Background: an optimization exercise with open tools, aiming at small area, a short achievable clock period and few clock cycles per item. Do not read the settings as production practice.
The RTL of this run was laid out without a check of its function.
Power is estimated from default activity; no workload was simulated.

==> flow/design.v <==
`timescale 1ns/1ps
module fp_add_stage1 (
    input  logic [31:0] a,
    input  logic [31:0] b,
    input  logic        op,
    output logic [23:0] x,
    output logic [26:0] y,         
    output logic [7:0]  e,
    output logic        sub,
    output logic        s,
    output logic        inf,
    output logic        nan
);
    logic [7:0]  ea, eb;
    logic [22:0] fa, fb;
    logic        sa, sb;
    logic        za, zb;
    logic [23:0] ma, mb;
    logic        maxa, maxb;
    logic        nan_a, nan_b, inf_a, inf_b;
    logic        a_lt;
    logic [8:0]  dab, dba;
    logic [7:0]  shift;
    logic [23:0] small_m;
    logic [25:0] y_sh;
    logic [23:0] lost;
    logic        sticky;
    logic        far;
    assign sa = a[31];
    assign sb = b[31] ^ op;
    assign ea = a[30:23];
    assign eb = b[30:23];
    assign fa = a[22:0];
    assign fb = b[22:0];
    assign za = (ea == 8'd0);
    assign zb = (eb == 8'd0);
    assign ma = za ? 24'd0 : {1'b1, fa};
    assign mb = zb ? 24'd0 : {1'b1, fb};
    assign maxa  = (ea == 8'hFF);
    assign maxb  = (eb == 8'hFF);
    assign nan_a = maxa & (fa != 23'd0);
    assign nan_b = maxb & (fb != 23'd0);
    assign inf_a = maxa & (fa == 23'd0);
    assign inf_b = maxb & (fb == 23'd0);
    assign sub  = sa ^ sb;
    assign a_lt = {ea, fa} < {eb, fb};
    assign nan = nan_a | nan_b | (inf_a & inf_b & sub);
    assign inf = inf_a | inf_b;
    assign s   = inf ? (inf_a ? sa : sb) : (a_lt ? sb : sa);
    assign dab   = {1'b0, ea} - {1'b0, eb};
    assign dba   = {1'b0, eb} - {1'b0, ea};
    assign shift = dab[8] ? dba[7:0] : dab[7:0];
    assign x       = a_lt ? mb : ma;
    assign small_m = a_lt ? ma : mb;
    assign e       = a_lt ? eb : ea;
    assign far = shift[7:5] != 3'd0;
    always_comb begin
        for (int j = 0; j < 24; j++) begin
            lost[j] = far | (shift[4:0] > 5'(j + 2));
        end
    end
    assign y_sh   = far ? 26'd0 : ({small_m, 2'b00} >> shift[4:0]);
    assign sticky = |(small_m & lost);
    assign y      = {y_sh, sticky} ^ {27{sub}};
endmodule
`timescale 1ns/1ps
module fp_add_stage2 (
    input  logic [23:0] x,
    input  logic [26:0] y,         
    input  logic [7:0]  e,
    input  logic        sub,
    input  logic        s,
    input  logic        inf,
    input  logic        nan,
    output logic [31:0] result
);
    logic [27:0] sum;
    logic [22:0] f_frac;
    logic        f_g, f_st, f_rnd;
    logic [9:0]  f_exp;
    logic [30:0] f_inc;
    logic        f_ovf, f_unf;
    logic        near;
    logic [4:0]  lz;
    logic [24:0] n_sh;
    logic [9:0]  n_exp;
    assign sum = {1'b0, x, 3'b000} + {sub, y} + {27'd0, sub};
    always_comb begin
        if (sum[27]) begin
            f_frac = sum[26:4];
            f_g    = sum[3];
            f_st   = |sum[2:0];
            f_exp  = {2'b00, e} + 10'd1;
        end else if (sum[26]) begin
            f_frac = sum[25:3];
            f_g    = sum[2];
            f_st   = |sum[1:0];
            f_exp  = {2'b00, e};
        end else begin
            f_frac = sum[24:2];
            f_g    = sum[1];
            f_st   = sum[0];
            f_exp  = {2'b00, e} - 10'd1;
        end
    end
    assign f_rnd = f_g & (f_st | f_frac[0]);
    assign f_inc = {f_exp[7:0], f_frac} + {30'd0, f_rnd};
    assign f_ovf = ~f_exp[9] & (f_exp[8] | (f_exp[7:0] == 8'hFF) | (f_inc[30:23] == 8'hFF));
    assign f_unf = f_exp[9] | (f_inc[30:23] == 8'd0);
    assign near = ~(sum[27] | sum[26] | sum[25]);
    always_comb begin
        lz = 5'd24;
        for (int i = 0; i <= 24; i++) begin
            if (sum[i]) lz = 5'(24 - i);
        end
    end
    assign n_sh  = sum[24:0] << lz;
    assign n_exp = {2'b00, e} - 10'd2 - {5'd0, lz};
    always_comb begin
        if (nan) begin
            result = 32'hFFFF_FFFF;
        end else if (inf) begin
            result = {s, 8'hFF, 23'd0};
        end else if (near) begin
            if (sum[24:0] == 25'd0) begin
                result = 32'd0;
            end else if (n_exp[9] | (n_exp[7:0] == 8'd0)) begin
                result = {s, 31'd0};
            end else begin
                result = {s, n_exp[7:0], n_sh[23:1]};
            end
        end else if (f_ovf) begin
            result = {s, 8'hFF, 23'd0};
        end else if (f_unf) begin
            result = {s, 31'd0};
        end else begin
            result = {s, f_inc};
        end
    end
endmodule
`timescale 1ns/1ps
module fp_add_top (
    input  logic        sys_clk,
    input  logic        sys_rst_n,
    input  logic [31:0] data1_in,
    input  logic [31:0] data2_in,
    input  logic        op,
    input  logic        trig,
    output logic [31:0] data_out,
    output logic        vld
);
    logic        busy;
    logic        accept;
    logic [23:0] x_d, x_q;         
    logic [26:0] y_d, y_q;         
    logic [7:0]  e_d, e_q;         
    logic        sub_d, sub_q;     
    logic        s_d, s_q;         
    logic        inf_d, inf_q;     
    logic        nan_d, nan_q;     
    logic [31:0] result;
    assign accept = trig & ~busy;
    fp_add_stage1 u_s1 (
        .a   (data1_in),
        .b   (data2_in),
        .op  (op),
        .x   (x_d),
        .y   (y_d),
        .e   (e_d),
        .sub (sub_d),
        .s   (s_d),
        .inf (inf_d),
        .nan (nan_d)
    );
    always_ff @(posedge sys_clk) begin
        x_q   <= x_d;
        y_q   <= y_d;
        e_q   <= e_d;
        sub_q <= sub_d;
        s_q   <= s_d;
        inf_q <= inf_d;
        nan_q <= nan_d;
    end
    fp_add_stage2 u_s2 (
        .x      (x_q),
        .y      (y_q),
        .e      (e_q),
        .sub    (sub_q),
        .s      (s_q),
        .inf    (inf_q),
        .nan    (nan_q),
        .result (result)
    );
    always_ff @(posedge sys_clk or negedge sys_rst_n) begin
        if (!sys_rst_n) begin
            busy     <= 1'b0;
            vld      <= 1'b0;
            data_out <= '0;
        end else begin
            busy <= accept;
            vld  <= busy;
            if (busy) begin
                data_out <= result;
            end
        end
    end
endmodule
==> flow/run.sh <==
#!/bin/bash
# synth_recipe.tcl (not shown) runs the flow's synth.tcl, then flattens the netlist and writes it again
# the make line also repeats each setting of config.mk as NAME=value (left out here)
make -C /OpenROAD-flow-scripts/flow DESIGN_CONFIG=/design/flow/config.mk WORK_HOME=/design/flow/orfs CLKGATE_MAP_FILE= SYNTH_SCRIPT=/design/flow/synth_recipe.tcl finish
==> flow/config.mk <==
export PLATFORM = sky130hd
export DESIGN_NAME = fp_add_top
export DESIGN_NICKNAME = fp_add_top
export VERILOG_FILES = /design/flow/design.v
export SDC_FILE = /design/flow/constraint.sdc
export NUM_CORES = 4
export LEC_CHECK = 0
export CAP_MARGIN = 20
export CORE_MARGIN = 2
export CORE_UTILIZATION = 40
export SLEW_MARGIN = 20
==> flow/constraint.sdc <==
create_clock -name core_clock -period 6.0 [get_ports {sys_clk}]
set_input_delay 1.2000 -clock core_clock [delete_from_list [all_inputs] [get_ports {sys_clk}]]
set_output_delay 1.2000 -clock core_clock [all_outputs]
set_load 0.01 [all_outputs]
==> results by group <==
STA
  • Setup TNS: 0 ns
  • Rel. slew slack: 0.430
  • Fin. max-slew vios: 0
  • Worst-Margin Slew: 0.852 ns
  • Final setup viols: 0
  • Fin crit share: 0.972
  • Unrepaired setup endpoints after global routing: yes
  • Max Freq: 0.171 GHz
  • Clock skew: 0.0146 ns
  • Min cycle time layout: 5.83 ns
  • Hold Violations, Final: 0

Critical path
  • Slowest stage cell, crit path: o41ai_2
  • CP Launch Type: register
  • Register-to-Register Path Depth: 26
  • Worst path bufs/invs: 2
  • Worst path depth: 26
  • WP data required: 6.21 ns
  • Top Family by Delay on Critical Path: compound AO/OA/AOI/OAI gates
  • Critical path start-end classification: register to register
  • CP Max Fanout: 13
  • Critical Path End Type: register
  • Max incr delay on CP: 0.43 ns
  • CP Data Arrival Time: 6.04 ns

Logic synthesis
  • Ys flop type: dfxtp_1
  • Syn Std Cell Area: 0.0134 sq mm
  • Syn Inst Count: 1776
  • Post-synthesis sequential area ratio: 0.158
  • Synth Net Count: 1922
  • Post-synth EDFFs: 0
  • Synth Register Bits: 97
  • Synth warn: 3
  • Post-synth ARST share: 0.351
  • Synth Area per Inst: 7.54 sq um
  • Distinct cells, synth: 114

Layout
  • Fin area: 0.0166 sq mm
  • Final net count: 2115
  • Area Overhead vs Synth: 24.2%
  • Fill cell count: 3211
  • Highest-count cells in the layout ignoring fill and taps: 195 x buf_4, 154 x nand2_1, 154 x nor2_1
  • Share of cells above drive strength 1: 0.180
  • Antenna cells: 0
  • Commonest non-fill, non-tap cell in the layout: buf_4

Floorplanning
  • Die ar.: 0.0350 sq mm
  • IO Count: 101
  • Die W: 187 um
  • Rows: 66
  • Initial core utilization: 0.408
  • Core Footprint: 0.0328 sq mm
  • Die Span Y: 187 um

Drt
  • Routed Antenna Nets: 0
  • Drt drc: 0
  • Initial detailed-routing violation count: 1239
  • Vias: 14800
  • DRT Pass-1 Iters: 5
  • Drt wl/cell: 20.9 um
  • Vias per inst: 6.12
  • Drt total wl: 50500 um

CTS
  • Clock buffer depth: 2
  • Clock latency on the worst-skew pair: 0.37 ns
  • Clk sinks: 97
  • Clock slew at reported path FFs: 0.09 ns
  • CTS tree: yes
  • Clk root buf: clkbuf_16
  • CTS buffer count: 9
  • H-tree depth: 3

Outcome
  • Status: finished clean

Worst hold path
  • Worst Hold Depth: 2
  • Hold Path Class: register to register

GRT
  • Total GRT Usage: 0.279
  • Grt total ovfl: 0
  • Largest net degree at the start of global routing: 47
  • Global-route wire length before repair: 78900 um
  • Vias in the first global route: 14200
  • Antenna violations before repair: 0

Place
  • Placed Area: 0.0159 sq mm
  • Routability Congestion: 1.03
  • Port buffer count: 100
  • Dpl hpwl: 41400 um

Power
  • Total power: 0.00833 W
  • Internal Power: 0.00386 W
  • Sw Pwr: 0.00447 W
  • Leakage power: 6.83 nW
  • Maximum vdd drop: 221 uV
  • Sw frac: 0.537
  • Sequential Power Share: 0.114
  • Gate power share: 0.813
  • Clock power share: 0.073
  • Power Dens Cells: 501 mW/mm^2

Flow run
  • Max Cap Viol: 0
[per-stage QoR]
step / setup WS (ns) / util / hold slack (ns) / cells
after floorplan: 0.0176 / - / 0.352 / 1776
after global placement: -0.0279 / 0.486 / 0.488 / 2392
after global routing: -0.0838 / 0.507 / 0.539 / 2416
final: 0.168 / 0.507 / 0.511 / 2416
after CTS: 0.00681 / 0.496 / 0.516 / 2408
after detailed placement: -0.333 / 0.486 / 0.496 / 2392
[cell type report]
class	instances	area [sq um]	share of cell area
well taps	442	553	0.0333
clock inverters	7	72.6	0.00436
flip-flops and latches	97	2110	0.127
multi-input cells	1491	10900	0.654
repair buffers	298	2520	0.151
inverters	72	270	0.0163
clock buffers	9	225	0.0135
[final timing paths]
check / slack (ns) / start / to
hold / removal: 0.51 / data_out[24] / data_out[24]
max in group asynchronous: 4.47 / sys_rst_n / data_out[8]
setup / recovery: 0.17 / y_q[3] / data_out[17]
min in group asynchronous: 1.22 / sys_rst_n / data_out[24]
setup reg to reg: 0.17 / y_q[3] / data_out[17]
hold reg to reg: 0.51 / data_out[24] / data_out[24]
[worst reg2reg max path, stage by stage, from the launching register on]
cell       delay (ns)
dfxtp_1          0.31
ha_1             0.33
a41o_4           0.26
o22ai_2          0.17
buf_4            0.18
nor2_2           0.08
a221o_1          0.34
a211oi_4         0.21
buf_6            0.21
a211oi_1         0.09
o41ai_2          0.43
o21ai_2          0.15
ha_1             0.29
nor2b_1          0.13
o21a_1           0.17
or3_1            0.37
a2111oi_4        0.40
nand3b_1         0.14
a21boi_2         0.19
a31oi_1          0.13
o21ai_2          0.25
nor3b_2          0.08
nor2b_1          0.17
nand2_1          0.13
nor2_1           0.06
a221oi_1         0.30
a31oi_1          0.13
[cell usage after synthesis, drive strengths merged (36+ instances only)]
library cell	count	area, sq um
mux2i	81	811
ha	75	938
clkbuf	66	248
buf	50	285
dfxtp	63	1260
nor3	44	225
nand3	59	305
nor2	158	596
inv	72	270
a21oi	125	648
nand2	155	584
a22o	36	315
o21ai	106	546
xnor2	74	656
[flip-flops by register name, indices dropped and copies added (netlist names)]
| name | flops |
|---|---|
| e_q | 8 |
| inf_q | 1 |
| sub_q | 1 |
| x_q | 24 |
| busy | 1 |
| data_out | 32 |
| nan_q | 1 |
| y_q | 27 |
| s_q | 1 |
| vld | 1 |
[routing by layer]
metal	up-vias	track usage	part of all wire
li1	7102	-	-
met1	6911	0.339	0.41
met2	639	0.481	0.47
met3	145	0.0233	0.052
met4	0	0.169	0.063
met5	-	0	0
[cells by family after synthesis]
kind of cell | after synthesis | synth area share
muxes | 103 | 0.0892
and+or+nand+nor | 600 | 0.222
adders and majority gates | 79 | 0.0753
AOI/OAI and AO/OA | 607 | 0.328
DFF | 97 | 0.158
buffers and inverters | 188 | 0.0600
xor gates and xnor gates | 102 | 0.0673
[power groups by stage]
stage	registers (W)	logic (W)	clock network [W]
global route	0.000970	0.00729	0.000633
detailed placement	0.000957	0.00642	0
finish	0.000949	0.00677	0.000610
floorplan	0.000966	0.00427	0
CTS	0.000943	0.00647	0.000612
global placement	0.000952	0.00639	0
[what timing repair did]
action,CTS,global route
hold buffers,0,0
pin swaps,0,15
gates resized for setup,5,54
cloned,0,0
setup buffers,0,8
setup endpoints to repair,29,30

==> separate check: timing with driven ports <==
The flow's constraints put no driver on any port. The routed layout listed below was extracted and timed again, unchanged, in two steps. Step 1 sets driving cells, clkbuf_16 on the clock port and buf_2 on the other inputs (assumed; they add their load-dependent delay and slew). Step 2 also shifts input and output timing later by t, the mid clock arrival at the registers, as if the neighbouring blocks saw the same clock. Slacks: ideal ports / drivers / drivers and shift; pairs: ideal ports / drivers.
shift t [ns]: 0.415
setup WS [ns]: 0.168 / 0.168 / 0.168
clock arrival spread, ns: 0.015 / 0.014
slew at the worst register clock pin (ns): 0.09 / 0.09
worst data-port slew with drivers (ns): 0.04
After both steps setup and hold are still met in this run. For this run, drivers alone change the setup slack by 0.000 ns; drivers and shift together by 0.000 ns.
